This design comes from an exercise in tuning for small area, a short achievable clock period and few clock cycles on the open sky130 flow, not from production work.
Where RTL was checked, it was by simulation tests only, not by an equivalence proof against the original.
The RTL of runs 1 and 3 was laid out without a check of its function.

===== flow/design.v =====
`default_nettype none
package pn_pkg;
    localparam int result_w     = 16;
    localparam int operand_w    = 3;
    localparam int buf_depth    = 16;
    localparam int buf_idx_w    = 4;
    localparam int stack_depth  = 16;
    localparam int stack_ptr_w  = $clog2(stack_depth);
    localparam int max_results  = 4;
    localparam int result_cnt_w = $clog2(max_results + 1);
    localparam int result_idx_w = $clog2(max_results);
    typedef logic signed [result_w-1:0] result_t;
    localparam result_t result_fill = {1'b0, {(result_w - 1){1'b1}}};
    typedef enum logic [1:0] {
        prefix_burst  = 2'd0,
        postfix_burst = 2'd1,
        prefix        = 2'd2,
        postfix       = 2'd3
    } pn_mode_e;
    typedef enum logic [1:0] {
        op_add     = 2'd0,
        op_sub     = 2'd1,
        op_mul     = 2'd2,
        op_abs_sum = 2'd3
    } pn_op_e;
    typedef enum logic [1:0] {
        idle,
        read,
        evaluate,
        emit
    } main_state_e;
    typedef enum logic [2:0] {
        classify,
        push_operand,
        pop_first,
        pop_second,
        calculate,
        push_result
    } stack_step_e;
    typedef struct packed {
        logic                 is_operator;
        logic [operand_w-1:0] value;
    } token_t;
    typedef struct packed {
        logic start;
        logic step;
        logic reverse;
    } scan_cmd_t;
    typedef struct packed {
        logic    push;
        logic    pop;
        result_t push_data;
    } stack_cmd_t;
    typedef struct packed {
        logic   load_first;
        logic   load_second;
        pn_op_e op;
        logic   postfix;
    } alu_cmd_t;
    typedef struct packed {
        logic clear;
        logic record;
        logic emit_start;
        logic descending;
    } collect_cmd_t;
endpackage
`default_nettype wire
`default_nettype none
module mul16lo (
    input  wire [15:0] a,
    input  wire [15:0] b,
    output wire [15:0] p
);
    wire neg0 = b[1];
    wire one0 = b[0] ^ 1'b0;
    wire two0 = (b[1] & ~b[0] & ~1'b0) | (~b[1] & b[0] & 1'b0);
    wire pp0_0 = ((one0 & a[0])) ^ neg0;
    wire pp0_1 = ((one0 & a[1]) | (two0 & a[0])) ^ neg0;
    wire pp0_2 = ((one0 & a[2]) | (two0 & a[1])) ^ neg0;
    wire pp0_3 = ((one0 & a[3]) | (two0 & a[2])) ^ neg0;
    wire pp0_4 = ((one0 & a[4]) | (two0 & a[3])) ^ neg0;
    wire pp0_5 = ((one0 & a[5]) | (two0 & a[4])) ^ neg0;
    wire pp0_6 = ((one0 & a[6]) | (two0 & a[5])) ^ neg0;
    wire pp0_7 = ((one0 & a[7]) | (two0 & a[6])) ^ neg0;
    wire pp0_8 = ((one0 & a[8]) | (two0 & a[7])) ^ neg0;
    wire pp0_9 = ((one0 & a[9]) | (two0 & a[8])) ^ neg0;
    wire pp0_10 = ((one0 & a[10]) | (two0 & a[9])) ^ neg0;
    wire pp0_11 = ((one0 & a[11]) | (two0 & a[10])) ^ neg0;
    wire pp0_12 = ((one0 & a[12]) | (two0 & a[11])) ^ neg0;
    wire pp0_13 = ((one0 & a[13]) | (two0 & a[12])) ^ neg0;
    wire pp0_14 = ((one0 & a[14]) | (two0 & a[13])) ^ neg0;
    wire pp0_15 = ((one0 & a[15]) | (two0 & a[14])) ^ neg0;
    wire neg1 = b[3];
    wire one1 = b[2] ^ b[1];
    wire two1 = (b[3] & ~b[2] & ~b[1]) | (~b[3] & b[2] & b[1]);
    wire pp1_2 = ((one1 & a[0])) ^ neg1;
    wire pp1_3 = ((one1 & a[1]) | (two1 & a[0])) ^ neg1;
    wire pp1_4 = ((one1 & a[2]) | (two1 & a[1])) ^ neg1;
    wire pp1_5 = ((one1 & a[3]) | (two1 & a[2])) ^ neg1;
    wire pp1_6 = ((one1 & a[4]) | (two1 & a[3])) ^ neg1;
    wire pp1_7 = ((one1 & a[5]) | (two1 & a[4])) ^ neg1;
    wire pp1_8 = ((one1 & a[6]) | (two1 & a[5])) ^ neg1;
    wire pp1_9 = ((one1 & a[7]) | (two1 & a[6])) ^ neg1;
    wire pp1_10 = ((one1 & a[8]) | (two1 & a[7])) ^ neg1;
    wire pp1_11 = ((one1 & a[9]) | (two1 & a[8])) ^ neg1;
    wire pp1_12 = ((one1 & a[10]) | (two1 & a[9])) ^ neg1;
    wire pp1_13 = ((one1 & a[11]) | (two1 & a[10])) ^ neg1;
    wire pp1_14 = ((one1 & a[12]) | (two1 & a[11])) ^ neg1;
    wire pp1_15 = ((one1 & a[13]) | (two1 & a[12])) ^ neg1;
    wire neg2 = b[5];
    wire one2 = b[4] ^ b[3];
    wire two2 = (b[5] & ~b[4] & ~b[3]) | (~b[5] & b[4] & b[3]);
    wire pp2_4 = ((one2 & a[0])) ^ neg2;
    wire pp2_5 = ((one2 & a[1]) | (two2 & a[0])) ^ neg2;
    wire pp2_6 = ((one2 & a[2]) | (two2 & a[1])) ^ neg2;
    wire pp2_7 = ((one2 & a[3]) | (two2 & a[2])) ^ neg2;
    wire pp2_8 = ((one2 & a[4]) | (two2 & a[3])) ^ neg2;
    wire pp2_9 = ((one2 & a[5]) | (two2 & a[4])) ^ neg2;
    wire pp2_10 = ((one2 & a[6]) | (two2 & a[5])) ^ neg2;
    wire pp2_11 = ((one2 & a[7]) | (two2 & a[6])) ^ neg2;
    wire pp2_12 = ((one2 & a[8]) | (two2 & a[7])) ^ neg2;
    wire pp2_13 = ((one2 & a[9]) | (two2 & a[8])) ^ neg2;
    wire pp2_14 = ((one2 & a[10]) | (two2 & a[9])) ^ neg2;
    wire pp2_15 = ((one2 & a[11]) | (two2 & a[10])) ^ neg2;
    wire neg3 = b[7];
    wire one3 = b[6] ^ b[5];
    wire two3 = (b[7] & ~b[6] & ~b[5]) | (~b[7] & b[6] & b[5]);
    wire pp3_6 = ((one3 & a[0])) ^ neg3;
    wire pp3_7 = ((one3 & a[1]) | (two3 & a[0])) ^ neg3;
    wire pp3_8 = ((one3 & a[2]) | (two3 & a[1])) ^ neg3;
    wire pp3_9 = ((one3 & a[3]) | (two3 & a[2])) ^ neg3;
    wire pp3_10 = ((one3 & a[4]) | (two3 & a[3])) ^ neg3;
    wire pp3_11 = ((one3 & a[5]) | (two3 & a[4])) ^ neg3;
    wire pp3_12 = ((one3 & a[6]) | (two3 & a[5])) ^ neg3;
    wire pp3_13 = ((one3 & a[7]) | (two3 & a[6])) ^ neg3;
    wire pp3_14 = ((one3 & a[8]) | (two3 & a[7])) ^ neg3;
    wire pp3_15 = ((one3 & a[9]) | (two3 & a[8])) ^ neg3;
    wire neg4 = b[9];
    wire one4 = b[8] ^ b[7];
    wire two4 = (b[9] & ~b[8] & ~b[7]) | (~b[9] & b[8] & b[7]);
    wire pp4_8 = ((one4 & a[0])) ^ neg4;
    wire pp4_9 = ((one4 & a[1]) | (two4 & a[0])) ^ neg4;
    wire pp4_10 = ((one4 & a[2]) | (two4 & a[1])) ^ neg4;
    wire pp4_11 = ((one4 & a[3]) | (two4 & a[2])) ^ neg4;
    wire pp4_12 = ((one4 & a[4]) | (two4 & a[3])) ^ neg4;
    wire pp4_13 = ((one4 & a[5]) | (two4 & a[4])) ^ neg4;
    wire pp4_14 = ((one4 & a[6]) | (two4 & a[5])) ^ neg4;
    wire pp4_15 = ((one4 & a[7]) | (two4 & a[6])) ^ neg4;
    wire neg5 = b[11];
    wire one5 = b[10] ^ b[9];
    wire two5 = (b[11] & ~b[10] & ~b[9]) | (~b[11] & b[10] & b[9]);
    wire pp5_10 = ((one5 & a[0])) ^ neg5;
    wire pp5_11 = ((one5 & a[1]) | (two5 & a[0])) ^ neg5;
    wire pp5_12 = ((one5 & a[2]) | (two5 & a[1])) ^ neg5;
    wire pp5_13 = ((one5 & a[3]) | (two5 & a[2])) ^ neg5;
    wire pp5_14 = ((one5 & a[4]) | (two5 & a[3])) ^ neg5;
    wire pp5_15 = ((one5 & a[5]) | (two5 & a[4])) ^ neg5;
    wire neg6 = b[13];
    wire one6 = b[12] ^ b[11];
    wire two6 = (b[13] & ~b[12] & ~b[11]) | (~b[13] & b[12] & b[11]);
    wire pp6_12 = ((one6 & a[0])) ^ neg6;
    wire pp6_13 = ((one6 & a[1]) | (two6 & a[0])) ^ neg6;
    wire pp6_14 = ((one6 & a[2]) | (two6 & a[1])) ^ neg6;
    wire pp6_15 = ((one6 & a[3]) | (two6 & a[2])) ^ neg6;
    wire neg7 = b[15];
    wire one7 = b[14] ^ b[13];
    wire two7 = (b[15] & ~b[14] & ~b[13]) | (~b[15] & b[14] & b[13]);
    wire pp7_14 = ((one7 & a[0])) ^ neg7;
    wire pp7_15 = ((one7 & a[1]) | (two7 & a[0])) ^ neg7;
    wire s0 = pp0_10 ^ pp1_10;
    wire k0 = pp0_10 & pp1_10;
    wire s1 = pp0_11 ^ pp1_11;
    wire k1 = pp0_11 & pp1_11;
    wire s2 = pp0_12 ^ pp1_12 ^ pp2_12;
    wire k2 = (pp0_12 & pp1_12) | (pp0_12 & pp2_12) | (pp1_12 & pp2_12);
    wire s3 = pp3_12 ^ pp4_12;
    wire k3 = pp3_12 & pp4_12;
    wire s4 = pp0_13 ^ pp1_13 ^ pp2_13;
    wire k4 = (pp0_13 & pp1_13) | (pp0_13 & pp2_13) | (pp1_13 & pp2_13);
    wire s5 = pp3_13 ^ pp4_13;
    wire k5 = pp3_13 & pp4_13;
    wire s6 = pp0_14 ^ pp1_14 ^ pp2_14;
    wire k6 = (pp0_14 & pp1_14) | (pp0_14 & pp2_14) | (pp1_14 & pp2_14);
    wire s7 = pp3_14 ^ pp4_14 ^ pp5_14;
    wire k7 = (pp3_14 & pp4_14) | (pp3_14 & pp5_14) | (pp4_14 & pp5_14);
    wire s8 = pp6_14 ^ pp7_14;
    wire k8 = pp6_14 & pp7_14;
    wire s9 = pp0_15 ^ pp1_15 ^ pp2_15;
    wire k9 = (pp0_15 & pp1_15) | (pp0_15 & pp2_15) | (pp1_15 & pp2_15);
    wire s10 = pp3_15 ^ pp4_15 ^ pp5_15;
    wire k10 = (pp3_15 & pp4_15) | (pp3_15 & pp5_15) | (pp4_15 & pp5_15);
    wire s11 = pp6_15 ^ pp7_15;
    wire k11 = pp6_15 & pp7_15;
    wire s12 = pp0_6 ^ pp1_6;
    wire k12 = pp0_6 & pp1_6;
    wire s13 = pp0_7 ^ pp1_7;
    wire k13 = pp0_7 & pp1_7;
    wire s14 = pp0_8 ^ pp1_8 ^ pp2_8;
    wire k14 = (pp0_8 & pp1_8) | (pp0_8 & pp2_8) | (pp1_8 & pp2_8);
    wire s15 = pp3_8 ^ pp4_8;
    wire k15 = pp3_8 & pp4_8;
    wire s16 = pp0_9 ^ pp1_9 ^ pp2_9;
    wire k16 = (pp0_9 & pp1_9) | (pp0_9 & pp2_9) | (pp1_9 & pp2_9);
    wire s17 = pp3_9 ^ pp4_9;
    wire k17 = pp3_9 & pp4_9;
    wire s18 = s0 ^ pp2_10 ^ pp3_10;
    wire k18 = (s0 & pp2_10) | (s0 & pp3_10) | (pp2_10 & pp3_10);
    wire s19 = pp4_10 ^ pp5_10 ^ neg5;
    wire k19 = (pp4_10 & pp5_10) | (pp4_10 & neg5) | (pp5_10 & neg5);
    wire s20 = s1 ^ pp2_11 ^ pp3_11;
    wire k20 = (s1 & pp2_11) | (s1 & pp3_11) | (pp2_11 & pp3_11);
    wire s21 = pp4_11 ^ pp5_11 ^ k0;
    wire k21 = (pp4_11 & pp5_11) | (pp4_11 & k0) | (pp5_11 & k0);
    wire s22 = s2 ^ s3 ^ pp5_12;
    wire k22 = (s2 & s3) | (s2 & pp5_12) | (s3 & pp5_12);
    wire s23 = pp6_12 ^ neg6 ^ k1;
    wire k23 = (pp6_12 & neg6) | (pp6_12 & k1) | (neg6 & k1);
    wire s24 = s4 ^ s5 ^ pp5_13;
    wire k24 = (s4 & s5) | (s4 & pp5_13) | (s5 & pp5_13);
    wire s25 = pp6_13 ^ k2 ^ k3;
    wire k25 = (pp6_13 & k2) | (pp6_13 & k3) | (k2 & k3);
    wire s26 = s6 ^ s7 ^ s8;
    wire k26 = (s6 & s7) | (s6 & s8) | (s7 & s8);
    wire s27 = neg7 ^ k4 ^ k5;
    wire k27 = (neg7 & k4) | (neg7 & k5) | (k4 & k5);
    wire s28 = s9 ^ s10 ^ s11;
    wire k28 = (s9 & s10) | (s9 & s11) | (s10 & s11);
    wire s29 = k6 ^ k7 ^ k8;
    wire k29 = (k6 & k7) | (k6 & k8) | (k7 & k8);
    wire s30 = pp0_4 ^ pp1_4;
    wire k30 = pp0_4 & pp1_4;
    wire s31 = pp0_5 ^ pp1_5;
    wire k31 = pp0_5 & pp1_5;
    wire s32 = s12 ^ pp2_6 ^ pp3_6;
    wire k32 = (s12 & pp2_6) | (s12 & pp3_6) | (pp2_6 & pp3_6);
    wire s33 = s13 ^ pp2_7 ^ pp3_7;
    wire k33 = (s13 & pp2_7) | (s13 & pp3_7) | (pp2_7 & pp3_7);
    wire s34 = s14 ^ s15 ^ neg4;
    wire k34 = (s14 & s15) | (s14 & neg4) | (s15 & neg4);
    wire s35 = s16 ^ s17 ^ k14;
    wire k35 = (s16 & s17) | (s16 & k14) | (s17 & k14);
    wire s36 = s18 ^ s19 ^ k16;
    wire k36 = (s18 & s19) | (s18 & k16) | (s19 & k16);
    wire s37 = s20 ^ s21 ^ k18;
    wire k37 = (s20 & s21) | (s20 & k18) | (s21 & k18);
    wire s38 = s22 ^ s23 ^ k20;
    wire k38 = (s22 & s23) | (s22 & k20) | (s23 & k20);
    wire s39 = s24 ^ s25 ^ k22;
    wire k39 = (s24 & s25) | (s24 & k22) | (s25 & k22);
    wire s40 = s26 ^ s27 ^ k24;
    wire k40 = (s26 & s27) | (s26 & k24) | (s27 & k24);
    wire s41 = s28 ^ s29 ^ k26;
    wire k41 = (s28 & s29) | (s28 & k26) | (s29 & k26);
    wire s42 = pp0_2 ^ pp1_2;
    wire k42 = pp0_2 & pp1_2;
    wire s43 = pp0_3 ^ pp1_3;
    wire k43 = pp0_3 & pp1_3;
    wire s44 = s30 ^ pp2_4 ^ neg2;
    wire k44 = (s30 & pp2_4) | (s30 & neg2) | (pp2_4 & neg2);
    wire s45 = s31 ^ pp2_5 ^ k30;
    wire k45 = (s31 & pp2_5) | (s31 & k30) | (pp2_5 & k30);
    wire s46 = s32 ^ neg3 ^ k31;
    wire k46 = (s32 & neg3) | (s32 & k31) | (neg3 & k31);
    wire s47 = s33 ^ k12 ^ k32;
    wire k47 = (s33 & k12) | (s33 & k32) | (k12 & k32);
    wire s48 = s34 ^ k13 ^ k33;
    wire k48 = (s34 & k13) | (s34 & k33) | (k13 & k33);
    wire s49 = s35 ^ k15 ^ k34;
    wire k49 = (s35 & k15) | (s35 & k34) | (k15 & k34);
    wire s50 = s36 ^ k17 ^ k35;
    wire k50 = (s36 & k17) | (s36 & k35) | (k17 & k35);
    wire s51 = s37 ^ k19 ^ k36;
    wire k51 = (s37 & k19) | (s37 & k36) | (k19 & k36);
    wire s52 = s38 ^ k21 ^ k37;
    wire k52 = (s38 & k21) | (s38 & k37) | (k21 & k37);
    wire s53 = s39 ^ k23 ^ k38;
    wire k53 = (s39 & k23) | (s39 & k38) | (k23 & k38);
    wire s54 = s40 ^ k25 ^ k39;
    wire k54 = (s40 & k25) | (s40 & k39) | (k25 & k39);
    wire s55 = s41 ^ k27 ^ k40;
    wire k55 = (s41 & k27) | (s41 & k40) | (k27 & k40);
    wire [15:0] x = {s55, s54, s53, s52, s51, s50, s49, s48, s47, s46, s45, s44, s43, s42, pp0_1, pp0_0};
    wire [15:0] y = {k54, k53, k52, k51, k50, k49, k48, k47, k46, k45, k44, k43, k42, neg1, 1'b0, neg0};
    assign p = x + y;
endmodule
`default_nettype wire
`timescale 1ns/1ps
`default_nettype none
module pn_evaluator (
    input  wire                         clk,
    input  wire                         rst_n,
    input  wire [1:0]                   mode,
    input  wire                         operator,
    input  wire [pn_pkg::operand_w-1:0] in,
    input  wire                         in_valid,
    output logic                        out_valid,
    output pn_pkg::result_t             out
);
    localparam int VW  = 7;    
    localparam int VD  = 10;   
    localparam int FD  = 7;    
    localparam int QD  = 6;    
    localparam int BW  = 7;    
    localparam logic [1:0] S_IDLE = 2'd0;
    localparam logic [1:0] S_RECV = 2'd1;
    localparam logic [1:0] S_WAIT = 2'd2;
    localparam logic [1:0] S_EMIT = 2'd3;
    logic [1:0] st;
    logic       pre_q;     
    logic       bur_q;     
    logic       pend;      
    logic       first_pending;
    logic [15:0] vhi [0:VW-1];
    logic [2:0]  vlo [0:VD-1];
    logic [FD-1:0] f_v;
    logic [FD-1:0] f_l;
    logic [1:0]    f_op [0:FD-1];
    logic [3:0]    q [0:QD-1];
    logic [2:0]    qcnt;
    logic [BW-1:0] lv [0:3];
    logic [3:0]    lf;
    logic [3:0]    lval;
    logic [1:0]    idx;
    wire idle  = (st == S_IDLE);
    wire recv  = (st == S_RECV);
    wire waits = (st == S_WAIT);
    wire emit  = (st == S_EMIT);
    logic [15:0] v [0:VD+1];
    always_comb begin
        for (int i = 0; i < VD + 2; i++) begin
            if (i < VW)      v[i] = {vhi[i][15:3], vlo[i]};
            else if (i < VD) v[i] = {13'd0, vlo[i]};
            else             v[i] = '0;
        end
    end
    wire       qnz    = (qcnt != 3'd0);
    wire       cur_v  = qnz | in_valid;
    wire       cur_op = qnz ? q[0][3] : operator;
    wire [2:0] cur_x  = qnz ? q[0][2:0] : in;
    wire casc  = pend & f_v[1] & f_l[1];
    wire take  = cur_v & ~casc;
    wire t_op  = take & cur_op;
    wire t_opd = take & ~cur_op;
    wire fpush  = t_op & (idle | pre_q);
    wire pf_op  = t_op & ~idle & ~pre_q & ~bur_q;
    wire pb_op  = t_op & ~idle & ~pre_q & bur_q;
    wire top_l  = f_v[0] & f_l[0];
    wire qb_red = t_opd & ~idle & pre_q & bur_q & top_l & ~pend;
    wire pend_n = casc | (t_opd & ~idle & pre_q & ~bur_q & (pend | top_l));
    logic [1:0]  alu_op;
    logic [15:0] a, b, sum, r;
    assign alu_op = pre_q ? f_op[0] : cur_x[1:0];
    assign a   = v[1];
    assign b   = v[0];
    assign sum = a + b;
    logic [15:0] prod;
    mul16lo mul_inst (.a(a), .b(b), .p(prod));
    always_comb begin
        case (alu_op)
            2'd0:    r = sum;
            2'd1:    r = a - b;
            2'd2:    r = prod;
            default: r = sum[15] ? -sum : sum;
        endcase
    end
    logic signed [BW-1:0] bpre  [0:7];
    logic signed [BW-1:0] bpost [0:3];
    logic signed [BW-1:0] bres;
    always_comb begin
        for (int k = 0; k < 8; k++) begin
            case (f_op[0])
                2'd1:    bpre[k] = {4'd0, vlo[0]} - 7'(k);
                2'd2:    bpre[k] = {4'd0, vlo[0]} * 7'(k);
                default: bpre[k] = {4'd0, vlo[0]} + 7'(k);
            endcase
        end
        bpost[0] = {4'd0, vlo[1]} + {4'd0, vlo[0]};
        bpost[1] = {4'd0, vlo[1]} - {4'd0, vlo[0]};
        bpost[2] = {4'd0, vlo[1]} * {4'd0, vlo[0]};
        bpost[3] = bpost[0];
    end
    assign bres = pre_q ? bpre[in] : bpost[in[1:0]];
    wire red  = pend;
    wire redx = red & t_opd;
    wire push = t_opd & ~red & ~qb_red;
    wire pop1 = (red & ~t_opd) | pf_op | qb_red;
    always_ff @(posedge clk) begin
        for (int i = 0; i < VD; i++) begin
            if (push) begin
                vlo[i] <= (i == 0) ? cur_x : v[i-1][2:0];
            end else if (redx) begin
                if (i == 0) vlo[i] <= cur_x;
                else if (i == 1) vlo[i] <= r[2:0];
            end else if (pop1) begin
                vlo[i] <= (i == 0 && !qb_red) ? r[2:0] : v[i+1][2:0];
            end else if (pb_op) begin
                vlo[i] <= v[i+2][2:0];
            end
        end
        for (int i = 0; i < VW; i++) begin
            if (push) begin
                vhi[i][15:3] <= (i == 0) ? 13'd0 : v[i-1][15:3];
            end else if (redx) begin
                if (i == 0) vhi[i][15:3] <= 13'd0;
                else if (i == 1) vhi[i][15:3] <= r[15:3];
            end else if (pop1 || pb_op) begin
                vhi[i][15:3] <= (i == 0 && !qb_red && !pb_op) ? r[15:3] : v[i+1][15:3];
            end
        end
    end
    always_ff @(posedge clk or negedge rst_n) begin
        if (!rst_n) begin
            f_v <= '0;
        end else if (idle) begin
            if (take) f_v <= {{(FD-1){1'b0}}, cur_op};
        end else if (red) begin
            if (!t_op) f_v <= {1'b0, f_v[FD-1:1]};
        end else if (fpush) begin
            f_v <= {f_v[FD-2:0], 1'b1};
        end else if (qb_red) begin
            f_v <= {1'b0, f_v[FD-1:1]};
        end
    end
    always_ff @(posedge clk) begin
        if (idle) begin
            f_op[0] <= cur_x[1:0];
            f_l[0]  <= 1'b0;
        end else if (red) begin
            if (t_op) begin
                f_op[0] <= cur_x[1:0];
                f_l[0]  <= 1'b0;
                f_l[1]  <= 1'b1;
            end else begin
                for (int i = 0; i < FD - 1; i++) begin
                    f_op[i] <= f_op[i+1];
                    f_l[i]  <= f_l[i+1];
                end
                f_l[0] <= 1'b1;
            end
        end else if (fpush) begin
            for (int i = 1; i < FD; i++) begin
                f_op[i] <= f_op[i-1];
                f_l[i]  <= f_l[i-1];
            end
            f_op[0] <= cur_x[1:0];
            f_l[0]  <= 1'b0;
        end else if (qb_red) begin
            for (int i = 0; i < FD - 1; i++) begin
                f_op[i] <= f_op[i+1];
                f_l[i]  <= f_l[i+1];
            end
        end else if (t_opd && pre_q && !top_l) begin
            f_l[0] <= 1'b1;
        end
    end
    wire q_push = in_valid & (qnz | casc);
    wire q_pop  = qnz & take;
    wire [2:0] q_wr = qcnt - {2'd0, q_pop};
    always_ff @(posedge clk) begin
        for (int i = 0; i < QD; i++) begin
            if (q_push && q_wr == 3'(i)) begin
                q[i] <= {operator, in};
            end else if (q_pop) begin
                q[i] <= (i < QD - 1) ? q[i+1] : q[i];
            end
        end
    end
    always_ff @(posedge clk or negedge rst_n) begin
        if (!rst_n) begin
            qcnt <= '0;
        end else begin
            qcnt <= qcnt + {2'd0, q_push} - {2'd0, q_pop};
        end
    end
    wire flag_new = qb_red & ~f_v[1] & first_pending;
    logic signed [BW-1:0] p_val;
    logic                 p_flag;
    logic                 p_v;
    always_ff @(posedge clk) begin
        p_val  <= bres;
        p_flag <= flag_new;
    end
    always_ff @(posedge clk or negedge rst_n) begin
        if (!rst_n) p_v <= 1'b0;
        else        p_v <= pb_op | qb_red;
    end
    wire ins      = p_v;
    wire full     = lval[3];
    wire drop     = full & (~pre_q | p_flag);
    wire rm       = full & pre_q & ~p_flag;
    logic signed [BW-1:0] lr [0:3];
    logic [3:0]    lrf;
    logic [3:0]    lrv;
    logic [3:0]    g;
    logic [3:0]    bef;
    logic [BW-1:0] ln [0:3];
    logic [3:0]    lnf;
    always_comb begin
        g[0] = lf[0] & lval[0];
        for (int i = 1; i < 4; i++) g[i] = g[i-1] | (lf[i] & lval[i]);
        for (int i = 0; i < 4; i++) begin
            if (rm && g[i]) begin
                lr[i]  = (i < 3) ? lv[i+1] : lv[i];
                lrf[i] = (i < 3) ? lf[i+1] : 1'b0;
            end else begin
                lr[i]  = lv[i];
                lrf[i] = lf[i];
            end
        end
        lrv = rm ? {1'b0, lval[2:0]} : lval;
        for (int i = 0; i < 4; i++) begin
            bef[i] = ~lrv[i] | (pre_q ? (p_val > lr[i]) : (p_val < lr[i]));
        end
        for (int i = 0; i < 4; i++) begin
            if (bef[i]) begin
                if (i > 0 && bef[i-1]) begin
                    ln[i]  = lr[i-1];
                    lnf[i] = lrf[i-1];
                end else begin
                    ln[i]  = p_val;
                    lnf[i] = p_flag;
                end
            end else begin
                ln[i]  = lr[i];
                lnf[i] = lrf[i];
            end
        end
    end
    wire [3:0] lval_n = (ins && !drop) ? ({lrv[2:0], 1'b1} | lrv) : lval;
    always_ff @(posedge clk) begin
        if (ins && !drop) begin
            for (int i = 0; i < 4; i++) begin
                lv[i] <= ln[i];
                lf[i] <= lnf[i];
            end
        end
    end
    always_ff @(posedge clk or negedge rst_n) begin
        if (!rst_n) begin
            lval <= '0;
        end else if (idle) begin
            lval <= '0;
        end else begin
            lval <= lval_n;
        end
    end
    wire done = ~pend & ~qnz;
    wire endc = recv & ~in_valid;
    always_ff @(posedge clk or negedge rst_n) begin
        if (!rst_n) begin
            st            <= S_IDLE;
            pre_q         <= 1'b0;
            bur_q         <= 1'b0;
            pend          <= 1'b0;
            first_pending <= 1'b0;
            idx           <= '0;
        end else begin
            pend <= pend_n;
            if (flag_new) first_pending <= 1'b0;
            case (st)
                S_IDLE: begin
                    idx <= '0;
                    if (in_valid) begin
                        st            <= S_RECV;
                        pre_q         <= ~mode[0];
                        bur_q         <= ~mode[1];
                        first_pending <= operator;
                    end
                end
                S_RECV: begin
                    if (!in_valid) begin
                        if (bur_q) begin
                            idx <= 2'd1;
                            st  <= lval_n[1] ? S_EMIT : S_IDLE;
                        end else begin
                            st <= done ? S_IDLE : S_WAIT;
                        end
                    end
                end
                S_WAIT: begin
                    if (done) st <= S_IDLE;
                end
                default: begin
                    idx <= idx + 2'd1;
                    if (idx == 2'd3 || !lval[idx + 2'd1]) st <= S_IDLE;
                end
            endcase
        end
    end
    wire ov_reg = emit | (waits & done);
    wire ov_end = recv & (bur_q | done);
    assign out_valid = ov_reg | (ov_end & ~in_valid);
    logic [15:0] res;
    always_comb begin
        if (bur_q) begin
            if (p_v && !drop) res = {{(16 - BW){ln[0][BW-1]}}, ln[0]};
            else              res = {{(16 - BW){lv[idx][BW-1]}}, lv[idx]};
        end
        else       res = v[0];
    end
    assign out = (res & {16{ov_reg}}) | (res & {16{ov_end & ~in_valid}});
endmodule
`default_nettype wire

===== flow/run.sh =====
#!/bin/bash
# synth_recipe.tcl (not shown) runs the flow's synth.tcl, then flattens the netlist and writes it again
# the make line also repeats each setting of config.mk as NAME=value (left out here)
make -C /OpenROAD-flow-scripts/flow DESIGN_CONFIG=/design/flow/config.mk WORK_HOME=/design/flow/orfs CLKGATE_MAP_FILE= SYNTH_SCRIPT=/design/flow/synth_recipe.tcl finish

===== flow/config.mk =====
export PLATFORM = sky130hd
export DESIGN_NAME = pn_evaluator
export DESIGN_NICKNAME = pn_evaluator
export VERILOG_FILES = /design/flow/design.v
export SDC_FILE = /design/flow/constraint.sdc
export NUM_CORES = 4
export LEC_CHECK = 0
export ABC_CLOCK_PERIOD_IN_PS = 3000
export CAP_MARGIN = 20
export CORE_MARGIN = 2
export CORE_UTILIZATION = 60
export SETUP_SLACK_MARGIN = 4.5
export SLEW_MARGIN = 20
export TNS_END_PERCENT = 100

===== flow/constraint.sdc =====
create_clock -name core_clock -period 9.0 [get_ports {clk}]
set_input_delay 1.8000 -clock core_clock [delete_from_list [all_inputs] [get_ports {clk}]]
set_output_delay 1.8000 -clock core_clock [all_outputs]
set_load 0.01 [all_outputs]

==> qor.txt, run 1 <==
status: finished clean
Worst Tran Pin Value: 1.01 ns
largest family of logic cells by synthesized area: compound AO/OA/AOI/OAI gates
Die Ht: 186 um
CTS H-tree depth: 1
achievable frequency: 174 MHz
ranking of synthesized cells by area: edfxtp_1 28%, ha_1 7.6%, mux2_2 5.5%
fin util: 70.8%
Final #Nets: 2378
share of layout cells above drive strength 1: 20.8%
I/O pins: 26
DRT antenna net count: 0
Mapped Nets: 2352
worst hold path class: reg -> reg
kind of end point of the critical path: output pin
CP arrival: 3.94 ns
Starting DRT DRC Count: 1552
Final WS setup: 3.26 ns
Yosys top cell by area: edfxtp_1
most common cell after layout, fill and taps aside: nand2_1
clock slew at reported path FFs: 0.06 ns
Synth Area in Simple Gates: 13.6%
critical path, cell by cell: buf_12 -> nand2_8 -> nor2_4 -> and3_4 -> mux2i_4 -> ha_4 -> nor2b_4 -> o21a_1 -> o21a_1 -> o21ai_2 -> a21oi_2 -> mux2i_4 -> or2_4 -> o21ai_4 -> o2111ai_4 -> buf_6 -> buf_16 -> nand2_4 -> buf_6
register area share after synthesis: 32.9%
Synth Area in Compound Gates: 20.9%
Worst path max stage delay: 0.39 ns
num rows: 66
Max clock buf depth: 3
adder-cell share of the synthesized area: 13.0%
largest net degree at the start of global routing: 70
core area: 32600 sq um
Routed WL per cell: 22.9 um
global route total overflow: 0
GRT Resource Usage Total: 35.2%
Setup-failing EPs final: 0
number of flops mapped to enable cells by yosys: 184
async set-reset flop share out of synthesis: 10.0%
HPWL after DPL: 40600 um
die area: 34600 sq um
clock sinks: 229
Netlist Area Pre-Place: 19900 sq um
Initial Utilization: 61.0%
final worst path period need: 5.74 ns
Syn Inst Count: 2180
CP max-delay cell: dfrtp_1
warnings from Yosys: 13
IO Port Bufs: 25
XOR/XNOR Fraction of Synth Area: 4.91%
vias post-DR: 17.5k
Worst Path Required: 7.20 ns
Yosys top cell area share: 27.8%
Rel. slew slack: 32.0%
crit share post-route: 63.8%
final std cells w/o fill: 2670
width of the die: 186 um
Max Cap Viol: 0
Main synth FF type: edfxtp_1
most frequent cells in the layout: 203 x nand2_1, 184 x edfxtp_1, 159 x o21ai_0, 129 x a21oi_1, 112 x nor2_1
drt total wl: 61200 um
first-pass GRT wire length: 94300 um
Avg Inst Size Synth: 9.13 sq um
vias per inst: 6.56
WS Path Type: reg -> out
synth unique cells: 99
flop and latch count out of synthesis: 229
number of remaining DRC errors: 0
Layout area overhead: 16.1%
Worst setup SP type: flop
RSZ-0062 raised after global routing: true
Final Hold Fails: 0
CTS Buf Count: 26
CTS tree: done
dpl ws: 2.47 ns
root cell of the clock tree: clkbuf_16
Slew Limit Fails: 0
clk_skew: 0.0224 ns
mux share of post-synthesis cell area: 9.23%
Post-CTS Hold Buffers: 0
setup TNS: 0 ns
gpl congestion: 0.971
vias in the first global route: 17.0k
Inst Count DP: 2528
Crit Path Max Fanout: 7
Initial DRT Pass Iterations: 9
initial antenna violation count: 1
worst skew pair latency: 0.55 ns
==> worst paths after layout <==
path	start	endpoint	slack, ns	cells after the start
hold reg to reg	f_op[5][1]	f_op[6][1]	0.44	0
setup / recovery	pre_q	out[12]	3.26	19
setup reg to reg	vlo[0][1]	vhi[1][15]	3.81	22
min in group asynchronous	rst_n	qcnt[2]	1.62	2
hold / removal	f_op[5][1]	f_op[6][1]	0.44	0
max in group asynchronous	rst_n	f_v[4]	7.10	2
==> logic make-up after synthesis <==
family,count (synthesis)
compound gates,645
xor+xnor,110
fa+ha+maj,187
buf+inv,270
flops,229
mux,170
simple gates,569
==> sequential cells by signal (all words and copies together), names as in the netlist, 7 cells and up <==
name and count:
f_v 7, f_op 14, q 24, lv 28, vlo 30, vhi 91
p_val 7, f_l 7
==> per-stage QoR <==
| step | area, sq um | hold WS (ns) |
|---|---|---|
| 5_1_grt | 23100 | 0.449 |
| 4_1_cts | 22600 | 0.445 |
| 2_1_floorplan | 20300 | 0.422 |
| 6_report | 23100 | 0.441 |
| 3_3_place_gp | 20600 | 0.427 |
| 3_5_place_dp | 20600 | 0.447 |
==> routing by layer <==
metal  wire length [um]  vias up  GRT usage [%]
met2              29200      761           59.1
met3               4280      191           4.75
met1              24200     8487           44.3
met5                  0        -              0
met4               3500        0           18.1
li1                   -     8069              -
==> synthesized netlist by cell type, drive strengths merged (6+ instances only) <==
cell and count:
o211ai 25, a31oi 28, o21ai 200, nand4 8, mux2 98, nand2b 22, mux2i 71, a21oi 140
o31ai 15, o22ai 37, maj3 24, and3 13, or3 30, a21o 14, clkbuf 116, buf 41
dfrtp 23, nand3 43, ha 121, dfxtp 22, edfxtp 184, a22oi 45, a211oi 22, or2 8
a221oi 14, nand2 217, xnor2 86, xor2 23, nor3 28, fa 42, nand3b 6, nor2 122
a22o 12, inv 109, o221ai 10, a222oi 8, and2 31, nor2b 26, o21a 14
==> layout make-up <==
| class | count | area, sq um |
|---|---|---|
| clock buffer | 35 | 746 |
| inverter | 113 | 454 |
| multi-input combinational | 1685 | 13300 |
| tap | 442 | 553 |
| fill | 2512 | 9510 |
| antenna | 2 | 5.00 |
| timing repair buffer | 151 | 1440 |
| clock inverter | 13 | 100 |
| sequential | 229 | 6550 |
==> worst max-delay path: cells and delay by family (launching register included) <==
kind | cells | cell delay [ns]
AO/OA/AOI/OAI | 6 | 0.88
AND/OR/NAND/NOR | 6 | 0.84
buffers and inverters | 4 | 0.55
multiplexers | 2 | 0.49
flip-flops | 1 | 0.39
adder cells (fa/ha/maj) | 1 | 0.23
==> what timing repair did <==
item,4_1_cts,5_1_grt
pin swaps,57,58
setup endpoints to repair,265,210
setup buffers,65,19
gates resized for setup,197,77
gates cloned,8,0
==> run 2, diff against run 1 <==
--- a/flow/design.v
+++ b/flow/design.v
@@ -318,8 +318,7 @@
     logic [3:0]    q [0:QD-1];
     logic [2:0]    qcnt;
-    logic [BW-1:0] lv [0:3];
+    logic signed [BW-1:0] lv [0:3];
     logic [3:0]    lf;
     logic [3:0]    lval;
-    logic [1:0]    idx;
     wire idle  = (st == S_IDLE);
     wire recv  = (st == S_RECV);
@@ -350,8 +349,9 @@
     logic [1:0]  alu_op;
     logic [15:0] a, b, sum, r;
+    wire         sub = (alu_op == 2'd1);
     assign alu_op = pre_q ? f_op[0] : cur_x[1:0];
     assign a   = v[1];
     assign b   = v[0];
-    assign sum = a + b;
+    assign sum = a + (b ^ {16{sub}}) + {15'd0, sub};
     logic [15:0] prod;
     mul16lo mul_inst (.a(a), .b(b), .p(prod));
@@ -359,26 +359,22 @@
         case (alu_op)
             2'd0:    r = sum;
-            2'd1:    r = a - b;
+            2'd1:    r = sum;
             2'd2:    r = prod;
             default: r = sum[15] ? -sum : sum;
         endcase
     end
-    logic signed [BW-1:0] bpre  [0:7];
-    logic signed [BW-1:0] bpost [0:3];
+    logic [2:0]    bl, br;
+    logic [1:0]    bop;
     logic signed [BW-1:0] bres;
+    assign bl  = pre_q ? vlo[0] : vlo[1];
+    assign br  = pre_q ? in : vlo[0];
+    assign bop = pre_q ? f_op[0] : in[1:0];
     always_comb begin
-        for (int k = 0; k < 8; k++) begin
-            case (f_op[0])
-                2'd1:    bpre[k] = {4'd0, vlo[0]} - 7'(k);
-                2'd2:    bpre[k] = {4'd0, vlo[0]} * 7'(k);
-                default: bpre[k] = {4'd0, vlo[0]} + 7'(k);
-            endcase
-        end
-        bpost[0] = {4'd0, vlo[1]} + {4'd0, vlo[0]};
-        bpost[1] = {4'd0, vlo[1]} - {4'd0, vlo[0]};
-        bpost[2] = {4'd0, vlo[1]} * {4'd0, vlo[0]};
-        bpost[3] = bpost[0];
+        case (bop)
+            2'd1:    bres = {4'd0, bl} - {4'd0, br};
+            2'd2:    bres = {4'd0, bl} * {4'd0, br};
+            default: bres = {4'd0, bl} + {4'd0, br};
+        endcase
     end
-    assign bres = pre_q ? bpre[in] : bpost[in[1:0]];
     wire red  = pend;
     wire redx = red & t_opd;
@@ -473,67 +469,62 @@
         end
     end
-    wire flag_new = qb_red & ~f_v[1] & first_pending;
-    logic signed [BW-1:0] p_val;
-    logic                 p_flag;
-    logic                 p_v;
-    always_ff @(posedge clk) begin
-        p_val  <= bres;
-        p_flag <= flag_new;
-    end
-    always_ff @(posedge clk or negedge rst_n) begin
-        if (!rst_n) p_v <= 1'b0;
-        else        p_v <= pb_op | qb_red;
-    end
-    wire ins      = p_v;
-    wire full     = lval[3];
-    wire drop     = full & (~pre_q | p_flag);
-    wire rm       = full & pre_q & ~p_flag;
-    logic signed [BW-1:0] lr [0:3];
-    logic [3:0]    lrf;
-    logic [3:0]    lrv;
-    logic [3:0]    g;
-    logic [3:0]    bef;
-    logic [BW-1:0] ln [0:3];
-    logic [3:0]    lnf;
+    wire       flag_new = qb_red & ~f_v[1] & first_pending;
+    wire       ins      = pb_op | qb_red;
+    wire       full     = &lval;
+    logic [3:0] wr;
     always_comb begin
-        g[0] = lf[0] & lval[0];
-        for (int i = 1; i < 4; i++) g[i] = g[i-1] | (lf[i] & lval[i]);
+        wr = '0;
+        if (!full) begin
+            if (!lval[0])      wr[0] = 1'b1;
+            else if (!lval[1]) wr[1] = 1'b1;
+            else if (!lval[2]) wr[2] = 1'b1;
+            else               wr[3] = 1'b1;
+        end else if (pre_q && !flag_new) begin
+            wr = lf;
+        end
+        if (!ins) wr = '0;
+    end
+    always_ff @(posedge clk) begin
         for (int i = 0; i < 4; i++) begin
-            if (rm && g[i]) begin
-                lr[i]  = (i < 3) ? lv[i+1] : lv[i];
-                lrf[i] = (i < 3) ? lf[i+1] : 1'b0;
-            end else begin
-                lr[i]  = lv[i];
-                lrf[i] = lf[i];
+            if (wr[i]) begin
+                lv[i] <= bres;
+                lf[i] <= flag_new;
             end
         end
-        lrv = rm ? {1'b0, lval[2:0]} : lval;
-        for (int i = 0; i < 4; i++) begin
-            bef[i] = ~lrv[i] | (pre_q ? (p_val > lr[i]) : (p_val < lr[i]));
+    end
+    logic bf [0:3][0:3];
+    logic lt [0:3];
+    logic gt [0:3];
+    always_comb begin
+        for (int j = 0; j < 4; j++) begin
+            lt[j] = bres < lv[j];
+            gt[j] = bres > lv[j];
         end
+    end
+    always_ff @(posedge clk) begin
         for (int i = 0; i < 4; i++) begin
-            if (bef[i]) begin
-                if (i > 0 && bef[i-1]) begin
-                    ln[i]  = lr[i-1];
-                    lnf[i] = lrf[i-1];
-                end else begin
-                    ln[i]  = p_val;
-                    lnf[i] = p_flag;
-                end
-            end else begin
-                ln[i]  = lr[i];
-                lnf[i] = lrf[i];
+            for (int j = i + 1; j < 4; j++) begin
+                if (wr[i])      bf[i][j] <= pre_q ? !lt[j] : !gt[j];
+                else if (wr[j]) bf[i][j] <= pre_q ? !gt[i] : !lt[i];
             end
         end
     end
-    wire [3:0] lval_n = (ins && !drop) ? ({lrv[2:0], 1'b1} | lrv) : lval;
-    always_ff @(posedge clk) begin
-        if (ins && !drop) begin
-            for (int i = 0; i < 4; i++) begin
-                lv[i] <= ln[i];
-                lf[i] <= lnf[i];
+    logic [3:0] sel;
+    always_comb begin
+        for (int i = 0; i < 4; i++) begin
+            sel[i] = lval[i];
+            for (int j = 0; j < 4; j++) begin
+                if (j > i) sel[i] = sel[i] & (~lval[j] | bf[i][j]);
+                if (j < i) sel[i] = sel[i] & (~lval[j] | ~bf[j][i]);
             end
         end
     end
+    logic signed [BW-1:0] pick;
+    always_comb begin
+        pick = '0;
+        for (int i = 0; i < 4; i++) pick = pick | (lv[i] & {BW{sel[i]}});
+    end
+    wire present = emit | (recv & ~in_valid & bur_q);
+    wire last_res = ((lval & ~sel) == 4'd0);
     always_ff @(posedge clk or negedge rst_n) begin
         if (!rst_n) begin
@@ -541,6 +532,8 @@
         end else if (idle) begin
             lval <= '0;
+        end else if (present) begin
+            lval <= lval & ~sel;
         end else begin
-            lval <= lval_n;
+            lval <= lval | wr;
         end
     end
@@ -554,5 +547,4 @@
             pend          <= 1'b0;
             first_pending <= 1'b0;
-            idx           <= '0;
         end else begin
             pend <= pend_n;
@@ -560,5 +552,4 @@
             case (st)
                 S_IDLE: begin
-                    idx <= '0;
                     if (in_valid) begin
                         st            <= S_RECV;
@@ -571,6 +562,5 @@
                     if (!in_valid) begin
                         if (bur_q) begin
-                            idx <= 2'd1;
-                            st  <= lval_n[1] ? S_EMIT : S_IDLE;
+                            st <= last_res ? S_IDLE : S_EMIT;
                         end else begin
                             st <= done ? S_IDLE : S_WAIT;
@@ -582,6 +572,5 @@
                 end
                 default: begin
-                    idx <= idx + 2'd1;
-                    if (idx == 2'd3 || !lval[idx + 2'd1]) st <= S_IDLE;
+                    if (last_res) st <= S_IDLE;
                 end
             endcase
@@ -593,8 +582,5 @@
     logic [15:0] res;
     always_comb begin
-        if (bur_q) begin
-            if (p_v && !drop) res = {{(16 - BW){ln[0][BW-1]}}, ln[0]};
-            else              res = {{(16 - BW){lv[idx][BW-1]}}, lv[idx]};
-        end
+        if (bur_q) res = {{(16 - BW){pick[BW-1]}}, pick};
         else       res = v[0];
     end
--- a/flow/config.mk
+++ b/flow/config.mk
@@ -9,5 +9,5 @@
 export CAP_MARGIN = 20
 export CORE_MARGIN = 2
-export CORE_UTILIZATION = 60
+export CORE_UTILIZATION = 40
 export SETUP_SLACK_MARGIN = 4.5
 export SLEW_MARGIN = 20
==> run 2 against run 1 <==
Utilization down 21 points. Maximum frequency up 10%. Die area up 34%. Hold slack better by 0.011 ns. Synthesized area down 10%. Critical path depth down 2. Synthesized cell count down 6.3%. Largest cell class unchanged. Highest routed layer unchanged.
==> qor.txt, run 2 <==
status: finished clean
Worst Tran Pin Value: 0.989 ns
Register Area: 6510 sq um
vias post-DR: 15.8k
Initial DRT Pass Iterations: 5
first-pass GRT wire length: 82600 um
fin util: 50.3%
Slew Limit Fails: 0
Inst Count DP: 2540
Commonest cells post-synth: 360 x nand2_1, 190 x edfxtp_1, 160 x nor2_1, 159 x o21ai_0, 122 x clkbuf_1
HPWL after DPL: 33800 um
I/O pins: 26
most frequent cell after synthesis: nand2_1
Worst path max stage delay: 0.55 ns
async set-reset flop share out of synthesis: 8.93%
CTS Buf Count: 26
CTS tree: done
gpl congestion: 0.895
worst skew pair latency: 0.54 ns
synth unique cells: 83
Final Hold Fails: 0
crit share post-route: 58.0%
Largest register FFs: 91
Biggest register: vhi
Rel. slew slack: 33.9%
root cell of the clock tree: clkbuf_16
area of the multi-input gates: 11900 sq um
GRT Resource Usage Total: 22.1%
ranking of synthesized cells by area: edfxtp_1 32%, nand2_1 7.6%, ha_1 6.2%
Worst setup SP type: primary input
num rows: 77
initial antenna violation count: 0
Worst Path Required: 9.37 ns
Avg Inst Size Synth: 8.73 sq um
kind of end point of the critical path: flop
flop and latch count out of synthesis: 224
Die Ht: 215 um
Final #Nets: 2256
Max Cap Viol: 0
Starting DRT DRC Count: 1461
Setup-failing EPs final: 0
warnings from Yosys: 10
most frequent cells in the layout: 346 x nand2_1, 190 x edfxtp_1, 148 x nor2_1, 127 x o21ai_0, 123 x buf_4
final std cells w/o fill: 2731
CP delay by family, top: simple AND/OR/NAND/NOR gates
largest net degree at the start of global routing: 107
IO Port Bufs: 25
critical path, cell by cell: buf_12 -> nor2b_4 -> mux2_4 -> o21ai_4 -> buf_6 -> xnor2_4 -> fa_2 -> a211oi_4 -> o21bai_1 -> a21oi_1 -> xor2_1 -> nand2_2 -> or4b_4 -> or4_4 -> o221ai_4 -> inv_2 -> a221oi_2
final worst path period need: 5.22 ns
width of the die: 215 um
Hold Slack: 0.452 ns
Netlist Area Pre-Place: 17800 sq um
drt total wl: 53300 um
Yosys top cell area share: 32.0%
Crit Path Max Fanout: 4
CP max-delay cell: or4b_4
number of remaining DRC errors: 0
top flop regs: vhi: 91 flops, vlo: 30 flops, lv: 28 flops
most common cell after layout, fill and taps aside: nand2_1
core area: 44100 sq um
CP arrival: 5.59 ns
Routed WL per cell: 19.5 um
setup TNS: 0 ns
Yosys top cell by area: edfxtp_1
clock sinks: 224
register-to-register setup slack: 3.98 ns
global route total overflow: 0
clock slew at reported path FFs: 0.06 ns
number of flops mapped to enable cells by yosys: 190
Layout area overhead: 24.5%
# fillers: 4126
Syn Inst Count: 2043
clk_skew: 0.0116 ns
Initial Utilization: 40.4%
worst hold path class: reg -> reg
register area share after synthesis: 36.4%
vias in the first global route: 15.2k
# diodes: 0
die area: 46300 sq um
DRT antenna net count: 0
RSZ-0062 raised after global routing: true
WS Path Type: in -> reg
share of layout cells above drive strength 1: 23.9%
Buf+Inv Stages, Crit Path: 3
Max clock buf depth: 3
Mapped Nets: 2180
Main synth FF type: edfxtp_1
achievable frequency: 192 MHz
CTS H-tree depth: 1
vias per inst: 5.78
-- run 2: cell count changes in the layout (fill, tap and decap cells not counted), sizes merged, moves of 30 or more --
cell and change:
buf +49, ha -32, a21oi -38, nor2 +38, nand2 +146, mux2 -54
o21ai -35, a22oi -30
-- run 2: cell families (layout without fill, tap and decap cells) --
group           Yosys count  count (layout)  synth area share, %
xor+xnor                 84              84                 4.20
buf+inv                 254             347                 5.45
flops                   224             224                 36.4
mux                      92              92                 5.50
fa+ha+maj               151             151                 11.9
simple gates            712             714                 17.5
compound gates          526             527                 19.1
-- run 2: layout make-up --
| class | instances | share of cell area, % |
|---|---|---|
| multi-input combinational | 1568 | 53.8 |
| sequential | 224 | 29.3 |
| timing repair buffer | 200 | 8.09 |
| clock buffer | 40 | 3.44 |
| tap | 592 | 3.34 |
| inverter | 99 | 1.73 |
| clock inverter | 8 | 0.304 |
-- run 2: routing by layer --
layer	vias to the layer above	GRT usage, %	routed length [um]
met4	0	8.48	1820
li1	7484	-	-
met1	7678	29.8	23400
met2	515	35.5	24700
met3	98	3.61	3390
met5	-	0	0
-- run 2: path summary, 6_finish.rpt --
kind	startpoint	end	cells past startpoint
min	f_op[5][1]	f_op[6][1]	0
min reg2reg	f_op[5][1]	f_op[6][1]	0
min in group asynchronous	rst_n	qcnt[2]	1
max	in[0]	vhi[1][15]	17
max reg2reg	vhi[1][6]	vhi[1][15]	17
max in group asynchronous	rst_n	pre_q	1
-- run 2: what timing repair did --
item                                    4_1_cts  5_1_grt
endpoints found under the setup margin      253      223
pin swaps                                   127       69
gates cloned                                  1        2
hold endpoints to repair                      0        0
buffers inserted                            106       34
hold buffers                                  0        0
gates resized for setup                     308      101
-- run 2: stage by stage --
stage / setup WS (ns) / cell area (sq um)
2_1_floorplan: 3.39 / 18100
3_3_place_gp: 2.06 / 18800
3_5_place_dp: 1.97 / 18800
4_1_cts: 3.89 / 21500
5_1_grt: 3.74 / 22200
6_report: 3.78 / 22200
Testbench counts of run 2, summed over its fixed seeds: cycles 11,704.
==> run 3, diff against run 2 <==
--- a/flow/design.v
+++ b/flow/design.v
@@ -297,8 +297,9 @@
     output pn_pkg::result_t             out
 );
-    localparam int VW  = 7;    
+    localparam int VW  = 3;    
+    localparam int VT  = 7;    
     localparam int VD  = 10;   
     localparam int FD  = 7;    
-    localparam int QD  = 6;    
+    localparam int QD  = 3;    
     localparam int BW  = 7;    
     localparam logic [1:0] S_IDLE = 2'd0;
@@ -313,25 +314,31 @@
     logic [15:0] vhi [0:VW-1];
     logic [2:0]  vlo [0:VD-1];
-    logic [FD-1:0] f_v;
+    logic [2:0]    f_n;    
+    logic [1:0]    f_v;    
+    assign f_v = {f_n[2] | f_n[1], f_n != 3'd0};
     logic [FD-1:0] f_l;
     logic [1:0]    f_op [0:FD-1];
     logic [3:0]    q [0:QD-1];
-    logic [2:0]    qcnt;
-    logic signed [BW-1:0] lv [0:3];
-    logic [3:0]    lf;
+    logic [1:0]    qcnt;
     logic [3:0]    lval;
+    logic [37:0]   bx, bx_n;
+    logic [3:0]    lf;
     wire idle  = (st == S_IDLE);
     wire recv  = (st == S_RECV);
     wire waits = (st == S_WAIT);
     wire emit  = (st == S_EMIT);
+    logic [15:3]    hs [0:1];
+    logic [VT-1:VW] vt;
+    wire            wide_up = |vhi[VW-1][15:3];
     logic [15:0] v [0:VD+1];
     always_comb begin
         for (int i = 0; i < VD + 2; i++) begin
-            if (i < VW)      v[i] = {vhi[i][15:3], vlo[i]};
-            else if (i < VD) v[i] = {13'd0, vlo[i]};
-            else             v[i] = '0;
+            if (i < VW)       v[i] = {vhi[i][15:3], vlo[i]};
+            else if (i == VW) v[i] = {vt[VW] ? hs[0] : 13'd0, vlo[i]};
+            else if (i < VD)  v[i] = {13'd0, vlo[i]};
+            else              v[i] = '0;
         end
     end
-    wire       qnz    = (qcnt != 3'd0);
+    wire       qnz    = (qcnt != 2'd0);
     wire       cur_v  = qnz | in_valid;
     wire       cur_op = qnz ? q[0][3] : operator;
@@ -349,9 +356,8 @@
     logic [1:0]  alu_op;
     logic [15:0] a, b, sum, r;
-    wire         sub = (alu_op == 2'd1);
     assign alu_op = pre_q ? f_op[0] : cur_x[1:0];
     assign a   = v[1];
     assign b   = v[0];
-    assign sum = a + (b ^ {16{sub}}) + {15'd0, sub};
+    assign sum = a + b;
     logic [15:0] prod;
     mul16lo mul_inst (.a(a), .b(b), .p(prod));
@@ -359,5 +365,5 @@
         case (alu_op)
             2'd0:    r = sum;
-            2'd1:    r = sum;
+            2'd1:    r = a - b;
             2'd2:    r = prod;
             default: r = sum[15] ? -sum : sum;
@@ -404,16 +410,29 @@
             end
         end
+        if (push) begin
+            if (wide_up) begin
+                hs[0] <= vhi[VW-1][15:3];
+                hs[1] <= hs[0];
+            end
+            vt <= {vt[VT-2:VW], wide_up};
+        end else if (!redx && (pop1 || pb_op)) begin
+            if (vt[VW]) hs[0] <= hs[1];
+            vt <= {1'b0, vt[VT-1:VW+1]};
+        end
+        if (bur_q && !idle) begin
+            {vhi[VW-1][14:3], hs[1], hs[0]} <= bx_n;
+        end
     end
     always_ff @(posedge clk or negedge rst_n) begin
         if (!rst_n) begin
-            f_v <= '0;
+            f_n <= '0;
         end else if (idle) begin
-            if (take) f_v <= {{(FD-1){1'b0}}, cur_op};
+            if (take) f_n <= {2'd0, cur_op};
         end else if (red) begin
-            if (!t_op) f_v <= {1'b0, f_v[FD-1:1]};
+            if (!t_op) f_n <= f_n - 3'd1;
         end else if (fpush) begin
-            f_v <= {f_v[FD-2:0], 1'b1};
+            f_n <= f_n + 3'd1;
         end else if (qb_red) begin
-            f_v <= {1'b0, f_v[FD-1:1]};
+            f_n <= f_n - 3'd1;
         end
     end
@@ -452,8 +471,8 @@
     wire q_push = in_valid & (qnz | casc);
     wire q_pop  = qnz & take;
-    wire [2:0] q_wr = qcnt - {2'd0, q_pop};
+    wire [1:0] q_wr = qcnt - {1'b0, q_pop};
     always_ff @(posedge clk) begin
         for (int i = 0; i < QD; i++) begin
-            if (q_push && q_wr == 3'(i)) begin
+            if (q_push && q_wr == 2'(i)) begin
                 q[i] <= {operator, in};
             end else if (q_pop) begin
@@ -466,5 +485,5 @@
             qcnt <= '0;
         end else begin
-            qcnt <= qcnt + {2'd0, q_push} - {2'd0, q_pop};
+            qcnt <= qcnt + {1'b0, q_push} - {1'b0, q_pop};
         end
     end
@@ -485,26 +504,33 @@
         if (!ins) wr = '0;
     end
-    always_ff @(posedge clk) begin
-        for (int i = 0; i < 4; i++) begin
-            if (wr[i]) begin
-                lv[i] <= bres;
-                lf[i] <= flag_new;
-            end
-        end
-    end
+    assign bx = {vhi[VW-1][14:3], hs[1], hs[0]};
+    logic signed [BW-1:0] lv [0:3];
     logic bf [0:3][0:3];
-    logic lt [0:3];
-    logic gt [0:3];
+    function automatic int bf_bit(input int i, input int j);
+        bf_bit = (i == 0) ? 31 + j : (i == 1) ? 33 + j : 37;
+    endfunction
     always_comb begin
         for (int j = 0; j < 4; j++) begin
-            lt[j] = bres < lv[j];
-            gt[j] = bres > lv[j];
+            lv[j] = bx[7*j +: BW];
+            lf[j] = bx[28 + j];
+        end
+        for (int i = 0; i < 4; i++) begin
+            for (int j = 0; j < 4; j++) begin
+                bf[i][j] = (i < j) ? bx[bf_bit(i, j)] : 1'b0;
+            end
         end
     end
-    always_ff @(posedge clk) begin
+    logic first [0:3];    
+    always_comb begin
+        for (int j = 0; j < 4; j++) first[j] = pre_q ? (bres > lv[j]) : (bres < lv[j]);
+        bx_n = bx;
         for (int i = 0; i < 4; i++) begin
+            if (wr[i]) begin
+                bx_n[7*i +: BW] = bres;
+                bx_n[28 + i]    = flag_new;
+            end
             for (int j = i + 1; j < 4; j++) begin
-                if (wr[i])      bf[i][j] <= pre_q ? !lt[j] : !gt[j];
-                else if (wr[j]) bf[i][j] <= pre_q ? !gt[i] : !lt[i];
+                if (wr[i])      bx_n[bf_bit(i, j)] = first[j];
+                else if (wr[j]) bx_n[bf_bit(i, j)] = !first[i];
             end
         end
@@ -539,5 +565,4 @@
     end
     wire done = ~pend & ~qnz;
-    wire endc = recv & ~in_valid;
     always_ff @(posedge clk or negedge rst_n) begin
         if (!rst_n) begin
--- a/flow/config.mk
+++ b/flow/config.mk
@@ -10,5 +10,5 @@
 export CORE_MARGIN = 2
 export CORE_UTILIZATION = 40
-export SETUP_SLACK_MARGIN = 4.5
+export SETUP_SLACK_MARGIN = 3.5
 export SLEW_MARGIN = 20
 export TNS_END_PERCENT = 100
==> run 3 against run 2 <==
Via count down 6.1%. Still clean. Largest cell class unchanged. Count of clock-buffer cells in the layout down 15. Synthesized cell count down 4.7%. Global-route usage up 2.6 points. Utilization down 4.4 points. Highest routed layer unchanged. Critical endpoint is now vhi[1][14]. Critical path depth unchanged. Final area down 20%. Maximum frequency down 2.5%.
==> qor.txt, run 3 <==
status: finished clean
setup TNS: 0 ns
Worst path max stage delay: 0.55 ns
Worst Tran Pin Value: 0.882 ns
CP arrival: 5.52 ns
WS Path Type: reg -> reg
met1 Use GR: 33.7%
Yosys top cell area share: 22.7%
most frequent cells in the layout: 233 x nand2_1, 180 x nor2_1, 161 x a21oi_1, 121 x o21ai_0, 118 x edfxtp_1
worst hold path class: reg -> reg
drt total wl: 51900 um
placed cell areas: 16200 sq um
ranking of synthesized cells by area: edfxtp_1 23%, ha_1 8.5%, nand2_1 5.7%
Post-CTS Hold Buffers: 0
width of the die: 202 um
largest net degree at the start of global routing: 57
share of layout cells above drive strength 1: 12.9%
Netlist Area Pre-Place: 15600 sq um
most common cell after layout, fill and taps aside: nand2_1
Yosys top cell by area: edfxtp_1
achievable frequency: 187 MHz
Max clock buf depth: 2
Setup-failing EPs final: 0
Worst Path Required: 9.17 ns
initial antenna violation count: 0
Starting DRT DRC Count: 1495
CTS Buf Count: 17
critical path, cell by cell: buf_12 -> xor2_4 -> and2_4 -> a22oi_1 -> o21ai_0 -> fa_1 -> fa_2 -> inv_1 -> fa_1 -> fa_1 -> ha_1 -> a21o_1 -> o32ai_1 -> xor2_1 -> nor2_1 -> a2111oi_2 -> o21ai_1
Slew Limit Fails: 0
vias per inst: 5.98
HPWL after DPL: 36600 um
Mapped Nets: 2100
Commonest cells post-synth: 236 x nand2_1, 182 x nor2_1, 163 x a21oi_1, 129 x o21ai_0, 119 x clkbuf_1
Final #Nets: 2102
Initial Utilization: 40.4%
GRT Resource Usage Total: 24.7%
DRT antenna net count: 0
clock slew at reported path FFs: 0.06 ns
flop and latch count out of synthesis: 147
crit share post-route: 59.5%
IO Port Bufs: 25
async set-reset flop share out of synthesis: 10.2%
CTS H-tree depth: 4
fin area: 17700 sq um
Layout area overhead: 13.6%
die area: 40700 sq um
Routed WL per cell: 21.0 um
M2 GR Usage: 39.9%
Rel. slew slack: 41.2%
vias in the first global route: 13.7k
first-pass GRT wire length: 78800 um
Avg Inst Size Synth: 8.03 sq um
top flop regs: vhi: 39 flops, vlo: 30 flops, hs: 26 flops
Final Hold Fails: 0
Die Ht: 202 um
num rows: 72
kind of end point of the critical path: flop
CTS tree: done
Biggest register: vhi
Reg2Reg Launch Point: vlo[0][1]
Syn Inst Count: 1946
warnings from Yosys: 10
# fillers: 3749
clock sinks: 147
global route total overflow: 0
CP max-delay cell: fa_2
Buf+Inv Stages, Crit Path: 2
number of flops mapped to enable cells by yosys: 118
register area share after synthesis: 26.9%
# diodes: 0
I/O pins: 26
Initial DRT Pass Iterations: 7
CP delay by family, top: adder cells
CP Launch Point: vlo[0][1]
core area: 38600 sq um
RSZ-0062 raised after global routing: true
Main synth FF type: edfxtp_1
GR Layer Usage met3: 2.90%
root cell of the clock tree: clkbuf_16
Worst setup SP type: flop
gpl congestion: 0.942
final worst path period need: 5.35 ns
most frequent cell after synthesis: nand2_1
gr busiest metal: met2
synth unique cells: 91
Max Cap Viol: 0
origin of the worst min-delay path: f_op[5][1]
Hold Slack: 0.449 ns
clk_skew: 0.00822 ns
Crit Path Max Fanout: 7
worst skew pair latency: 0.43 ns
Most common cell on crit path: fa_1
Largest register FFs: 39
fin util: 45.9%
vias post-DR: 14.8k
number of remaining DRC errors: 0
## run 3: cell families (layout without fill, tap and decap cells)
group,count (synthesis),in the layout,synth area share [%]
AO/OA/AOI/OAI,595,595,24.0
multiplexers,54,54,3.89
flip-flops,147,147,26.9
buffers and inverters,268,282,6.58
adder cells (fa/ha/maj),161,161,14.5
XOR/XNOR,105,105,6.36
AND/OR/NAND/NOR,616,617,17.8
## run 3: path summary, 6_finish.rpt
kind	end	slack [ns]	depth (start not counted)
worst max-delay path	vhi[1][14]	3.65	17
worst min-delay path	f_op[6][1]	0.45	0
worst max register to register	vhi[1][14]	3.65	17
worst min register to register	f_op[6][1]	0.45	0
max in group asynchronous	qcnt[0]	6.73	1
min in group asynchronous	pre_q	1.81	1
## run 3: worst reg2reg max path, cell delays in order (launching register included)
cell	delay (ns)
edfxtp_1	0.46
buf_12	0.20
xor2_4	0.21
and2_4	0.22
a22oi_1	0.14
o21ai_0	0.15
fa_1	0.52
fa_2	0.55
inv_1	0.05
fa_1	0.52
fa_1	0.43
ha_1	0.36
a21o_1	0.17
o32ai_1	0.32
xor2_1	0.27
nor2_1	0.12
a2111oi_2	0.32
o21ai_1	0.09
## run 3: repair_timing
item,CTS,global route
gates resized for setup,28,60
gates cloned,0,4
setup endpoints to repair,29,25
setup buffers,20,46
pin swaps,1,16
## run 3: through the flow
stage               std cells  setup WS, ns
floorplan                1946          3.49
global placement         2376          2.67
detailed placement       2377          2.58
CTS                      2429          3.44
global route             2479          3.47
finish                   2479          3.65
## run 3: area by class of cell
cell class                      count  area, sq um  area share, %
Sequential cell                   147         4220           23.8
Timing Repair inverter              1         5.00         0.0282
Clock buffer                       25          528           2.97
Tap cell                          518          648           3.65
Timing Repair Buffer              128         1180           6.67
Clock inverter                      7         41.3          0.233
Inverter                          121          469           2.64
Multi-Input combinational cell   1532        10700           60.0
## run 3: metal layers
| layer | share of wire, % | routed length [um] | up-vias |
|---|---|---|---|
| met2 | 46 | 23900 | 612 |
| met5 | 0 | 0 | - |
| li1 | - | - | 6989 |
| met4 | 3.8 | 1990 | 0 |
| met1 | 43 | 22500 | 7106 |
| met3 | 6.8 | 3550 | 112 |

[what the ideal ports hide]
In the flow no input, the clock included, has a driving cell. The finished layouts below were timed again as built, in two steps.
Step 1 assumes that a clkbuf_16 drives the clock port and a buf_2 every other input.
Step 2 also shifts input and output timing later by t, the mid clock arrival at the registers, as if the neighbouring blocks saw the same clock.
Slacks: ideal ports / drivers / drivers and shift; pairs: ideal ports / drivers.
run	shift t [ns]	setup WS [ns]	worst hold slack (ns)	worst setup path at the end
run 1	0.591	3.257 / 3.204 / 3.795	0.441 / 0.441 / 0.441	register to output
run 2	0.591	3.781 / 3.784 / 3.193	0.452 / 0.452 / 0.452	input to register
run 3	0.473	3.646 / 3.646 / 3.326	0.449 / 0.449 / 0.449	input to register
After both steps every run listed still meets setup and hold. The setup slack of run 2, which loses most, moves by +0.003 ns with the drivers and by -0.588 ns with both steps.
